What follows belongs to an exercise in optimizing a design on an open flow for small area and a short achievable clock period; a production flow would make more cautious choices. Function was not checked in any run shown here: the RTL went through the layout flow alone. Power and IR drop assume default switching activity.

`flow/config.mk`:
```
export PLATFORM = sky130hd
export DESIGN_NAME = fairq_top
export DESIGN_NICKNAME = fairq_top
export VERILOG_FILES = /design/flow/design.v
export SDC_FILE = /design/flow/constraint.sdc
export NUM_CORES = 4
export LEC_CHECK = 0
export CAP_MARGIN = 20
export CORE_MARGIN = 2
export CORE_UTILIZATION = 40
export SLEW_MARGIN = 20
```
`flow/constraint.sdc`:
```
create_clock -name core_clock -period 8.5 [get_ports {clk}]
set_input_delay 1.7000 -clock core_clock [delete_from_list [all_inputs] [get_ports {clk}]]
set_output_delay 1.7000 -clock core_clock [all_outputs]
set_load 0.01 [all_outputs]
```
`flow/design.v`:
```
`default_nettype none
package fairq_pkg;
   typedef logic [64-1:0]              data_word_t;
   typedef logic [8-1:0]              ctrl_t;
   typedef logic [$clog2(8)-1:0]      queue_idx_t;
   typedef logic [8-1:0]              queue_mask_t;
   typedef logic [19-1:0]         sram_addr_t;
   typedef logic [15:0]                            flow_count_t;
   typedef logic [15:0]                            share_t;
   typedef logic [15:0]                            window_t;
   typedef enum logic [8:0] {
      CTRL_WORD = 9'b0_0000_0001,
      WORD_1    = 9'b0_0000_0010,
      WORD_2    = 9'b0_0000_0100,
      WORD_3    = 9'b0_0000_1000,
      WORD_4    = 9'b0_0001_0000,
      WORD_5    = 9'b0_0010_0000,
      WORD_6    = 9'b0_0100_0000,
      WORD_7    = 9'b0_1000_0000,
      WAIT_EOP  = 9'b1_0000_0000
   } parse_state_t;
   function automatic window_t ones_add(input window_t a, input window_t b);
      logic [16:0] sum;
      sum = {1'b0, a} + {1'b0, b};
      ones_add = sum[15:0] + {15'b0, sum[16]};
   endfunction
endpackage
`default_nettype wire
`timescale 1ns/1ps
`default_nettype none
module fairq_header_parser (
   input  logic                    clk,
   input  logic                    reset,
   input  logic                    in_wr,
   input  fairq_pkg::ctrl_t        in_ctrl,
   input  fairq_pkg::data_word_t   in_data,
   output fairq_pkg::queue_mask_t  flow_open_src,
   output fairq_pkg::queue_mask_t  flow_open_dst,
   output fairq_pkg::queue_mask_t  flow_close,
   output logic                    header_word,
   output logic                    rewrite_word,
   output fairq_pkg::queue_idx_t   src_queue
);
   localparam logic [3:0] S_CTRL = 4'd0;
   localparam logic [3:0] S_W1   = 4'd1;
   localparam logic [3:0] S_W2   = 4'd2;
   localparam logic [3:0] S_W3   = 4'd3;
   localparam logic [3:0] S_W4   = 4'd4;
   localparam logic [3:0] S_W5   = 4'd5;
   localparam logic [3:0] S_W6   = 4'd6;
   localparam logic [3:0] S_W7   = 4'd7;
   localparam logic [3:0] S_EOP  = 4'd8;
   logic [3:0]    state;
   logic [3:0]    state_next;
   fairq_pkg::queue_idx_t dst_queue;
   logic          single_dest;
   logic          web_port;
   logic          word_6_seen;
   logic          hdr_single;
   logic [15:0]   ether_type;
   logic [7:0]    ip_proto;
   logic [15:0]   tcp_src_port;
   logic [15:0]   tcp_dst_port;
   logic          tcp_fin;
   logic          tcp_syn;
   logic          tcp_rst;
   logic          tcp_ack;
   assign ether_type   = in_data[31:16];
   assign ip_proto     = in_data[7:0];
   assign tcp_src_port = in_data[47:32];
   assign tcp_dst_port = in_data[31:16];
   assign tcp_fin      = in_data[0];
   assign tcp_syn      = in_data[1];
   assign tcp_rst      = in_data[2];
   assign tcp_ack      = in_data[4];
   assign web_port = (tcp_src_port == 16'd80) || (tcp_src_port == 16'd5001) ||
                     (tcp_dst_port == 16'd80) || (tcp_dst_port == 16'd5001);
   assign hdr_single = (in_data[7:0] != 8'd0) &&
                       ((in_data[7:0] & (in_data[7:0] - 8'd1)) == 8'd0);
   assign header_word = in_wr && (state == S_CTRL) && (in_ctrl == 8'hFF);
   always_comb begin
      state_next = state;
      if (in_wr) begin
         case (state)
            S_CTRL: if (in_ctrl == 8'hFF) state_next = S_W1;
            S_W1:   state_next = S_W2;
            S_W2:   state_next = (ether_type == 16'h0800) ? S_W3 : S_EOP;
            S_W3:   state_next = (ip_proto == 8'd6) ? S_W4 : S_EOP;
            S_W4:   state_next = S_W5;
            S_W5:   state_next = web_port ? S_W6 : S_EOP;
            S_W6:   state_next = (tcp_ack && !tcp_syn && !tcp_fin && !tcp_rst) ? S_W7 : S_EOP;
            default: state_next = S_EOP;
         endcase
         if (state != S_CTRL && in_ctrl != 8'd0) state_next = S_CTRL;
      end
   end
   always_ff @(posedge clk) begin
      if (reset) state <= S_CTRL;
      else       state <= state_next;
   end
   always_ff @(posedge clk) begin
      if (header_word) begin
         src_queue   <= in_data[16 +: 3];
         single_dest <= hdr_single;
         dst_queue   <= {|(in_data[7:0] & 8'b1111_0000),
                         |(in_data[7:0] & 8'b1100_1100),
                         |(in_data[7:0] & 8'b1010_1010)};
      end
   end
   assign word_6_seen = in_wr && (state == S_W6) && single_dest;
   assign flow_open_src = (word_6_seen && tcp_syn && tcp_ack) ? (8'd1 << src_queue) : 8'd0;
   assign flow_open_dst = (word_6_seen && tcp_syn && tcp_ack) ? (8'd1 << dst_queue) : 8'd0;
   assign flow_close    = (word_6_seen && tcp_fin) ? (8'd1 << dst_queue) : 8'd0;
   assign rewrite_word = in_wr && (state == S_W7);
endmodule
`default_nettype wire
`timescale 1ns/1ps
`default_nettype none
module fairq_queue_lane (
   input  logic                   clk,
   input  logic                   reset,
   input  logic                   cap_write,
   input  logic [16:0]            new_cap4,
   input  logic                   new_cap_nz,
   input  logic                   flow_open_src,
   input  logic                   flow_open_dst,
   input  logic                   flow_close,
   output logic                   live,
   output logic [16:0]            cap4,
   output fairq_pkg::flow_count_t open_count,
   output fairq_pkg::flow_count_t close_count
);
   always_ff @(posedge clk) begin
      if (reset) begin
         live        <= 1'b0;
         cap4        <= '0;
         open_count  <= '0;
         close_count <= '0;
      end else begin
         if (cap_write) cap4 <= new_cap4;
         if ((cap_write && new_cap_nz) || flow_open_src || flow_open_dst || flow_close)
            live <= 1'b1;
         if (flow_open_src || flow_open_dst)
            open_count <= open_count +
                          {14'd0, flow_open_src & flow_open_dst, flow_open_src ^ flow_open_dst};
         if (flow_close) close_count <= close_count + 16'd1;
      end
   end
endmodule
`default_nettype wire
`timescale 1ns/1ps
`default_nettype none
module fairq_window_rewriter (
   input  logic                    clk,
   input  logic                    reset,
   input  logic                    in_wr,
   input  fairq_pkg::ctrl_t        in_ctrl,
   input  fairq_pkg::data_word_t   in_data,
   input  logic                    rewrite_word,
   input  logic                    load,
   input  logic                    src_live,
   input  logic [16:0]             src_cap4,
   input  fairq_pkg::flow_count_t  src_open,
   input  fairq_pkg::flow_count_t  src_close,
   output logic                    out_wr,
   output fairq_pkg::ctrl_t        out_ctrl,
   output fairq_pkg::data_word_t   out_data
);
   localparam int STEPS = 3;
   localparam logic [2:0] LAST = 3'd5;
   logic [16:0]   flow_diff;
   logic [15:0]   flow_count;
   logic [15:0]   divisor;
   logic [15:0]   remainder;
   logic [14:0]   quotient;
   logic [2:0]    step_count;
   logic          live_s;
   logic          sat;
   logic          done;
   logic [15:0]   rem_step [STEPS+1];
   logic [14:0]   quo_step [STEPS+1];
   logic [16:0]   partial  [STEPS];
   logic [16:0]   trial    [STEPS];
   assign flow_diff  = {1'b0, src_open} - {1'b0, src_close};
   assign flow_count = (!flow_diff[16] && flow_diff[15:0] != 16'd0) ? flow_diff[15:0] : 16'd1;
   always_comb begin
      rem_step[0] = remainder;
      quo_step[0] = quotient;
      for (int i = 0; i < STEPS; i++) begin
         partial[i] = {rem_step[i], quo_step[i][14]};
         trial[i]   = partial[i] - {1'b0, divisor};
         if (!trial[i][16]) begin
            rem_step[i+1] = trial[i][15:0];
            quo_step[i+1] = {quo_step[i][13:0], 1'b1};
         end else begin
            rem_step[i+1] = partial[i][15:0];
            quo_step[i+1] = {quo_step[i][13:0], 1'b0};
         end
      end
   end
   assign done = (step_count == LAST);
   always_ff @(posedge clk) begin
      if (load) begin
         divisor    <= flow_count;
         remainder  <= {14'd0, src_cap4[16:15]};
         quotient   <= src_cap4[14:0];
         live_s     <= src_live;
         step_count <= 3'd0;
      end else if (!done) begin
         remainder  <= rem_step[STEPS];
         quotient   <= quo_step[STEPS];
         step_count <= step_count + 3'd1;
         if (step_count == 3'd0)
            sat <= (divisor[15:4] == 12'd0) && (divisor[3:0] <= {remainder[1:0], quotient[14:13]});
      end
   end
   logic [12:0]   share_lo;
   fairq_pkg::window_t new_window;
   fairq_pkg::window_t old_window;
   fairq_pkg::window_t old_checksum;
   fairq_pkg::window_t window_diff;
   fairq_pkg::window_t new_checksum;
   fairq_pkg::data_word_t data_next;
   assign share_lo   = (quotient[12:8] == 5'd0) ? 13'h100 : quotient[12:0];
   assign new_window = sat ? 16'hFFFF : {share_lo, 3'b000};
   assign old_window   = in_data[63:48];
   assign old_checksum = in_data[47:32];
   assign window_diff  = fairq_pkg::ones_add(~old_window, new_window);
   assign new_checksum = ~fairq_pkg::ones_add(window_diff, ~old_checksum);
   assign data_next = (rewrite_word && done && live_s) ?
                      {new_window, new_checksum, in_data[31:0]} : in_data;
   always_ff @(posedge clk) begin
      if (reset) out_wr <= 1'b0;
      else       out_wr <= in_wr;
   end
   always_ff @(posedge clk) begin
      out_ctrl <= in_ctrl;
      out_data <= data_next;
   end
endmodule
`default_nettype wire
`timescale 1ns/1ps
`default_nettype none
module fairq_top (
   input  logic                   clk,
   input  logic                   reset,
   input  logic                   in_wr,
   input  fairq_pkg::ctrl_t       in_ctrl,
   input  fairq_pkg::data_word_t  in_data,
   input  logic                   rd_dst_addr,
   input  fairq_pkg::queue_idx_t  dst_oq,
   input  fairq_pkg::sram_addr_t  dst_oq_high_addr,
   input  fairq_pkg::sram_addr_t  dst_oq_low_addr,
   output logic                   out_wr,
   output fairq_pkg::ctrl_t       out_ctrl,
   output fairq_pkg::data_word_t  out_data
);
   fairq_pkg::queue_mask_t    flow_open_src;
   fairq_pkg::queue_mask_t    flow_open_dst;
   fairq_pkg::queue_mask_t    flow_close;
   logic                      header_word;
   logic                      rewrite_word;
   fairq_pkg::queue_idx_t     src_queue;
   fairq_pkg::sram_addr_t     new_capacity;
   logic                      new_cap_nz;
   logic [8-1:0] lane_live;
   logic [16:0]               lane_cap4  [8];
   fairq_pkg::flow_count_t    lane_open  [8];
   fairq_pkg::flow_count_t    lane_close [8];
   logic                      src_live;
   logic [16:0]               src_cap4;
   fairq_pkg::flow_count_t    src_open;
   fairq_pkg::flow_count_t    src_close;
   logic                      src_change;
   logic                      load;
   fairq_header_parser u_parser (
      .clk           (clk),
      .reset         (reset),
      .in_wr         (in_wr),
      .in_ctrl       (in_ctrl),
      .in_data       (in_data),
      .flow_open_src (flow_open_src),
      .flow_open_dst (flow_open_dst),
      .flow_close    (flow_close),
      .header_word   (header_word),
      .rewrite_word  (rewrite_word),
      .src_queue     (src_queue)
   );
   assign new_capacity = dst_oq_high_addr - dst_oq_low_addr;
   assign new_cap_nz   = (new_capacity != 19'd0);
   for (genvar q = 0; q < 8; q++) begin : g_lane
      fairq_queue_lane u_lane (
         .clk           (clk),
         .reset         (reset),
         .cap_write     (rd_dst_addr && dst_oq == 3'(q)),
         .new_cap4      (new_capacity[18:2]),
         .new_cap_nz    (new_cap_nz),
         .flow_open_src (flow_open_src[q]),
         .flow_open_dst (flow_open_dst[q]),
         .flow_close    (flow_close[q]),
         .live          (lane_live[q]),
         .cap4          (lane_cap4[q]),
         .open_count    (lane_open[q]),
         .close_count   (lane_close[q])
      );
   end
   assign src_live  = lane_live[src_queue];
   assign src_cap4  = lane_cap4[src_queue];
   assign src_open  = lane_open[src_queue];
   assign src_close = lane_close[src_queue];
   assign src_change = rd_dst_addr && (dst_oq == src_queue) &&
                       (src_live ? (new_capacity[18:2] != src_cap4) : new_cap_nz);
   always_ff @(posedge clk) begin
      load <= header_word || src_change;
   end
   fairq_window_rewriter u_rewriter (
      .clk          (clk),
      .reset        (reset),
      .in_wr        (in_wr),
      .in_ctrl      (in_ctrl),
      .in_data      (in_data),
      .rewrite_word (rewrite_word),
      .load         (load),
      .src_live     (src_live),
      .src_cap4     (src_cap4),
      .src_open     (src_open),
      .src_close    (src_close),
      .out_wr       (out_wr),
      .out_ctrl     (out_ctrl),
      .out_data     (out_data)
   );
endmodule
`default_nettype wire
```
`flow/run.sh`:
```
#!/bin/bash
# synth_recipe.tcl (not shown) runs the flow's synth.tcl, then flattens the netlist and writes it again
# the make line also repeats each setting of config.mk as NAME=value (left out here)
make -C /OpenROAD-flow-scripts/flow DESIGN_CONFIG=/design/flow/config.mk WORK_HOME=/design/flow/orfs CLKGATE_MAP_FILE= SYNTH_SCRIPT=/design/flow/synth_recipe.tcl finish
```
==> results of run 1 <==
cell usage in the layout (no fill, tap or decap), drive strengths merged, types with 62 or more instances in the layout:
master and n:
inv 176, a21oi 304, xor2 192, mux2i 79, clkdlybuf4s50 188, dfxtp 495
nand4 62, clkbuf 86, o21ai 138, nand2 452, nand3 120, ha 165
nor2 497, xnor2 137
worst min-delay path: stages (launching register included):
cell and delay (ns):
dfxtp_1 0.30, nand2_1 0.05, a21oi_1 0.05
repair_timing:
item	in CTS	in global routing
gates resized for setup	0	7
hold buffers	0	0
endpoints found under the setup margin	0	18
report_power, final:
part / total, mW / internal [mW] / switching [mW]
registers: 2.85 / 2.76 / 0.0874
clock network: 2.67 / 1.56 / 1.10
logic: 6.54 / 3.04 / 3.50
routing by layer:
metal,wire [um],GRT usage [%],vias to the layer above
li1,-,-,13430
met1,42600,30.7,12967
met2,44000,38.4,714
met3,4910,3.02,151
met4,2580,6.78,2
met5,11,0,-
layout make-up:
cell class / instances / area (um2)
Sequential cell: 537 / 11200
Fill cell: 7547 / 40900
Tap cell: 1040 / 1300
Clock buffer: 86 / 1730
Multi-Input combinational cell: 2879 / 18800
Clock inverter: 26 / 279
Inverter: 176 / 661
Timing Repair Buffer: 245 / 2380
path summary, 6_finish.rpt:
check        cells after the start                                     end                                   start
max reg2reg                     31       u_rewriter.remainder[0]$_DFFE_PP_       u_rewriter.quotient[14]$_DFFE_PP_
min                              2  g_lane[1].u_lane.cap4[15]$_SDFFE_PP0P_  g_lane[1].u_lane.cap4[15]$_SDFFE_PP0P_
max                             31       u_rewriter.remainder[0]$_DFFE_PP_       u_rewriter.quotient[14]$_DFFE_PP_
min reg2reg                      2  g_lane[1].u_lane.cap4[15]$_SDFFE_PP0P_  g_lane[1].u_lane.cap4[15]$_SDFFE_PP0P_
cells by family after synthesis:
logic type	count (synthesis)	share of synthesized area (%)
simple gates	1458	21.4
compound gates	745	14.8
flops	537	35.9
xor+xnor	329	9.26
buf+inv	326	4.05
fa+ha+maj	180	7.60
mux	167	7.04
flip-flops by register name, summed over array words and instances (netlist names):
register	flops
g_lane.u_lane.cap4	136
g_lane.u_lane.close_count	128
g_lane.u_lane.open_count	128
u_rewriter.out_data	64
u_rewriter.divisor	16
u_rewriter.remainder	16
u_rewriter.quotient	15
g_lane.u_lane.live	8
u_rewriter.out_ctrl	8
u_parser.state	4
u_parser.dst_queue	3
u_parser.src_queue	3
u_rewriter.step_count	3
load	1
u_parser.single_dest	1
u_rewriter.live_s	1
u_rewriter.out_wr	1
u_rewriter.sat	1
stage by stage:
step                area (um2)  setup TNS [ns]  cells  setup slack [ns]
finish                   36300               0   4989             0.450
global route             36300         -0.0496   4989           -0.0290
CTS                      36300               0   4989            0.0658
detailed placement       34300         -0.0615   4877           -0.0615
global placement         34300               0   4877            0.0595
floorplan                31100               0   3742             0.679
==> flow_summary.yaml, run 1 <==
die:
  pin_count: 190
  num_rows: 102
  chipHeight_um: 283
  die_area_mm2: 0.0801
  initial_utilization_pct: 40.3
  die_w_um: 283
  coreArea_mm2: 0.0772
placed_design:
  io_buffers: 189
  dp_hpwl_mm: 67.6
  routabilityCongestion: 0.893
cells_and_area:
  layout.nets: 4196
  final_util_pct: 47.1
  drive_gt1_share_pct: 7.47
  syn_to_final_growth_pct: 16.7
  diodes: 0
detailed_routing:
  dr.pass1.iters: 6
  remaining_drc_errors: 0
  via_count: 27264
  ant_nets: 0
  wire_per_inst_um: 18.9
  postRouteWirelength_mm: 94.1
  vias_per_cell: 5.46
  drt-initial-drc-count: 1998
timing:
  timing.final.crit_share_pct: 94.7
  skew_ns: 0.0221
  finalMaxSlewViolations: 0
  tightestPinTransition_ns: 1.25
  setup_viol: 0
  timing.fmax_mhz: 124
  fin_crit_ns: 8.05
  whs_ns: 0.451
  max_slew_margin_pct: 16.3
  hold_violations: 0
yosys:
  synth_nets: 4039
  yosys_most_used_dff: "dfxtp_1"
  syn_avg_cell_area_um2: 8.32
  synth_cell_type_count: 86
  ys_seq_area_share_pct: 35.9
  synthTopCellsByCount: "497 x nor2_1, 495 x dfxtp_1, 452 x nand2_1"
  synth_most_common_cell: "nor2_1"
  yosys-top-cells-area: "dfxtp_1 32%, ha_1 6.6%, nor2_1 6.0%"
  async_flop_share_pct: 0
  synth_largest_area_cell: "dfxtp_1"
  synth_seq_cells: 537
  synth_warnings: 11
  synth_edf_count: 42
  synth_cells: 3742
  synthesis.area_mm2: 0.0311
  synth_top_area_share_pct: 31.8
global_routing:
  antenna_found_initial: 1
  overflow: 0
  grt_first_pass_wirelength_mm: 148
  grt.total_usage_pct: 22.9
  grt_pass1_vias: 26070
  grt_max_degree: 163
run_status:
  status: "timing/DRC/antenna clean"
critical_path:
  cp_slowest_cell: "or4_1"
  critPathRequiredTime_ns: 8.88
  cp-end-kind: "flop"
  cp.arrival_ns: 8.43
  critPathLaunchType: "flop"
  path_buf_inv: 3
  crit_type: "reg2reg"
  path_delay_family: "compound AO/OA/AOI/OAI gates"
  crit_fanout: 16
  r2r_setup_slack_ns: 0.45
  max_stage_delay_ns: 0.45
clock_network:
  cts_tree: "yes"
  post_cts_buffers: 0
  clock_sinks: 537
  clk-insertion-delay-late_ns: 0.64
  clock-root-buffer: "clkbuf_16"
  numCtsBuffers: 60
  cts.path.max_buffers: 3
  h-tree-depth: 2
  path_clk_slew_ns: 0.06
pwr:
  power.density_mw_per_mm2: 332
  vdd_ir_drop_max_uv: 472
  power.total_mw: 12.1
  leakagePower_nw: 13.9
run:
  maxCapViolCount: 0
min_path:
  hold_class: "reg2reg"
==> run 2: changes to the inputs <==
--- a/flow/config.mk
+++ b/flow/config.mk
@@ -6,6 +6,8 @@
 export NUM_CORES = 4
 export LEC_CHECK = 0
+export ABC_CLOCK_PERIOD_IN_PS = 3500
 export CAP_MARGIN = 20
 export CORE_MARGIN = 2
 export CORE_UTILIZATION = 40
+export SETUP_SLACK_MARGIN = 4.5
 export SLEW_MARGIN = 20
==> run 2 against run 1 <==
Compared with the run above:
- sequential power about the same
- clock power up 4%
- first-iteration DRC count up 7.0%
==> flow_summary.yaml, run 2 <==
placed_design:
  routabilityCongestion: 0.872
  io_buffers: 189
  dp_hpwl_mm: 68.1
  placed_cell_area_mm2: 0.0347
  placedCellCount: 4864
clock_network:
  cts_tree: "yes"
  clock-root-buffer: "clkbuf_16"
  clock_sinks: 537
  cts.path.max_buffers: 3
  clk-insertion-delay-late_ns: 0.62
  h-tree-depth: 3
  path_clk_slew_ns: 0.06
  numCtsBuffers: 66
  ctsHoldBuffers: 0
timing:
  timing.fmax_mhz: 132
  timing.final.crit_share_pct: 88.8
  fin_crit_ns: 7.55
  hold_violations: 0
  setup_viol: 0
  finalSetupTns_ns: 0
  tightestPinTransition_ns: 1.20
  max_slew_margin_pct: 19.9
  rsz0062_at_grt: "yes"
  skew_ns: 0.0208
  finalMaxSlewViolations: 0
cells_and_area:
  final_util_pct: 52.4
  drive_gt1_share_pct: 18.4
  syn_to_final_growth_pct: 29.9
  layout.nets: 4376
  largest_reg_flops: 136
  reg.largest.list: "g_lane.u_lane.cap4 (136), g_lane.u_lane.close_count (128), g_lane.u_lane.open_count (128)"
  final_cell_mix: "494 x dfxtp_1, 445 x nor2_1, 433 x nand2_1, 278 x a21oi_1, 187 x xor2_1"
  fin_area_mm2: 0.0404
  regMostFlops: "g_lane.u_lane.cap4"
  fin_cells: 5171
  final_common_cell: "dfxtp_1"
critical_path:
  cp_slowest_cell: "or4_4"
  r2r-end: "u_rewriter.remainder[0]$_DFFE_PP_"
  cp_common_cell: "o31a_1"
  cp-end-kind: "flop"
  crit_fanout: 8
  max_stage_delay_ns: 0.48
  crit_type: "reg2reg"
  critPathLaunchType: "flop"
  regToRegStartpoint: "u_rewriter.quotient[14]$_DFFE_PP_"
  r2r_setup_slack_ns: 0.95
  rr_worst_depth: 30
  critPathRequiredTime_ns: 8.87
  cp.arrival_ns: 7.91
yosys:
  syn_avg_cell_area_um2: 8.32
  synth_cell_type_count: 86
  synth_edf_count: 42
  synth_top_area_share_pct: 31.8
  synth_seq_cells: 537
  synth_largest_area_cell: "dfxtp_1"
  async_flop_share_pct: 0
  ys_seq_area_share_pct: 35.9
  synth_nets: 4039
  yosys_most_used_dff: "dfxtp_1"
  synthesis.area_mm2: 0.0311
  synth_most_common_cell: "nor2_1"
  synth_warnings: 11
  synth_cells: 3742
  synthTopCellsByCount: "497 x nor2_1, 495 x dfxtp_1, 452 x nand2_1"
  yosys-top-cells-area: "dfxtp_1 32%, ha_1 6.6%, nor2_1 6.0%"
detailed_routing:
  via_count: 28666
  wire_per_inst_um: 19.9
  vias_per_cell: 5.54
  postRouteWirelength_mm: 103
  drt-initial-drc-count: 2137
  dr.pass1.iters: 5
  remaining_drc_errors: 0
  ant_nets: 0
die:
  die_area_mm2: 0.0801
  initial_utilization_pct: 40.3
  coreArea_mm2: 0.0772
  num_rows: 102
  pin_count: 190
  chipHeight_um: 283
  die_w_um: 283
pwr:
  power.total_mw: 13.7
  leakagePower_nw: 15.5
  vdd_ir_drop_max_uv: 372
  power.density_mw_per_mm2: 340
global_routing:
  grt_pass1_vias: 27211
  grt.total_usage_pct: 24.9
  grt_first_pass_wirelength_mm: 158
  overflow: 0
  antenna_found_initial: 2
  grt_max_degree: 132
min_path:
  min_path_cells: 2
  hold_class: "reg2reg"
  hold_path_startpoint: "g_lane[4].u_lane.cap4[14]$_SDFFE_PP0P_"
  holdPathEnd: "g_lane[4].u_lane.cap4[14]$_SDFFE_PP0P_"
run:
  maxCapViolCount: 0
run_status:
  status: "timing/DRC/antenna clean"
## run 2: cell counts after synthesis
Identical to the previous run, type by type.
## run 2: through the flow
step	hold slack [ns]	setup slack, ns
floorplan	0.431	1.29
global placement	0.437	0.258
detailed placement	0.445	0.195
CTS	0.453	1.10
global route	0.471	0.818
finish	0.453	0.952
## run 2: what timing repair did
item	in CTS	in global routing
gates resized for setup	288	154
cloned	14	1
endpoints found under the setup margin	267	162
hold endpoints to repair	0	0
pin swaps	126	112
buffers inserted	109	63
## run 2: cell families (layout without fill, tap and decap cells)
logic type	count (synthesis)	after routing	synth area share (%)
buffers and inverters	326	710	4.05
multiplexers	167	167	7.04
AO/OA/AOI/OAI	745	746	14.8
adder cells (fa/ha/maj)	180	180	7.60
flip-flops	537	537	35.9
other	0	2	0
XOR/XNOR	329	329	9.26
AND/OR/NAND/NOR	1458	1460	21.4
## run 2: worst max-delay path by stage
| stage | startpoint | to |
|---|---|---|
| after floorplan | u_rewriter.quotient[14]$_DFFE_PP_ | u_rewriter.remainder[0]$_DFFE_PP_ |
| after global placement | in_data[48] | u_rewriter.out_data[47]$_DFF_P_ |
| after detailed placement | in_data[48] | u_rewriter.out_data[47]$_DFF_P_ |
| after CTS | u_rewriter.quotient[14]$_DFFE_PP_ | u_rewriter.remainder[0]$_DFFE_PP_ |
| after global routing | u_rewriter.quotient[14]$_DFFE_PP_ | u_rewriter.remainder[9]$_SDFFE_PP0N_ |
| final | u_rewriter.quotient[14]$_DFFE_PP_ | u_rewriter.remainder[0]$_DFFE_PP_ |
## run 2: final cells by class
| cell class | instances | area (um2) |
|---|---|---|
| Sequential cell | 537 | 11200 |
| Fill cell | 7051 | 36800 |
| Inverter | 176 | 697 |
| Tap cell | 1040 | 1300 |
| Clock buffer | 93 | 1920 |
| Multi-Input combinational cell | 2882 | 20900 |
| Antenna cell | 2 | 5.00 |
| Timing Repair Buffer | 416 | 4260 |
| Clock inverter | 25 | 205 |
## run 2: power by group
part / internal [mW] / switching [mW] / total [mW]
combinational: 3.99 / 4.09 / 8.07
sequential: 2.76 / 0.106 / 2.87
clock: 1.62 / 1.17 / 2.79
## run 2: per-layer routing
metal	up-vias	wire length, um	global-route usage (%)
li1	13826	-	-
met1	13682	44300	32.7
met2	962	47700	40.8
met3	196	7000	3.99
met4	0	4050	9.49
met5	-	0	0
## run 2: critical path: cells and delay by family (launching register included)
| family | cells | cell delay [ns] |
|---|---|---|
| simple gates | 7 | 1.64 |
| fa+ha+maj | 4 | 0.99 |
| mux | 4 | 0.98 |
| compound gates | 13 | 3.15 |
| buf+inv | 2 | 0.13 |
| flops | 1 | 0.40 |

## separate check: timing with driven ports
How much do the figures lean on ideal ports? The routed layouts below were timed once more, with nothing changed but the port constraints. Step 1: set_driving_cell puts a clkbuf_16 on clk and a buf_2 on each other input, an assumption about the parent block. Step 2, shift: input delay + t, output delay - t, t = (earliest + latest rising clock arrival at the registers) / 2. This alone moves slack from input paths to output paths. a / b / c = ideal / step 1 / step 2; a / b = the first two.
run	t, ns	setup slack, ns	worst setup path at the end
run 1	0.690	0.450 / 0.450 / -0.058	input to register
run 2	0.677	0.952 / 0.952 / 0.950	input to register
Met with ideal ports but missed after step 2: setup timing in run 1. The setup slack of run 1, which loses most, moves by 0.000 ns with the drivers and by -0.508 ns with both steps.
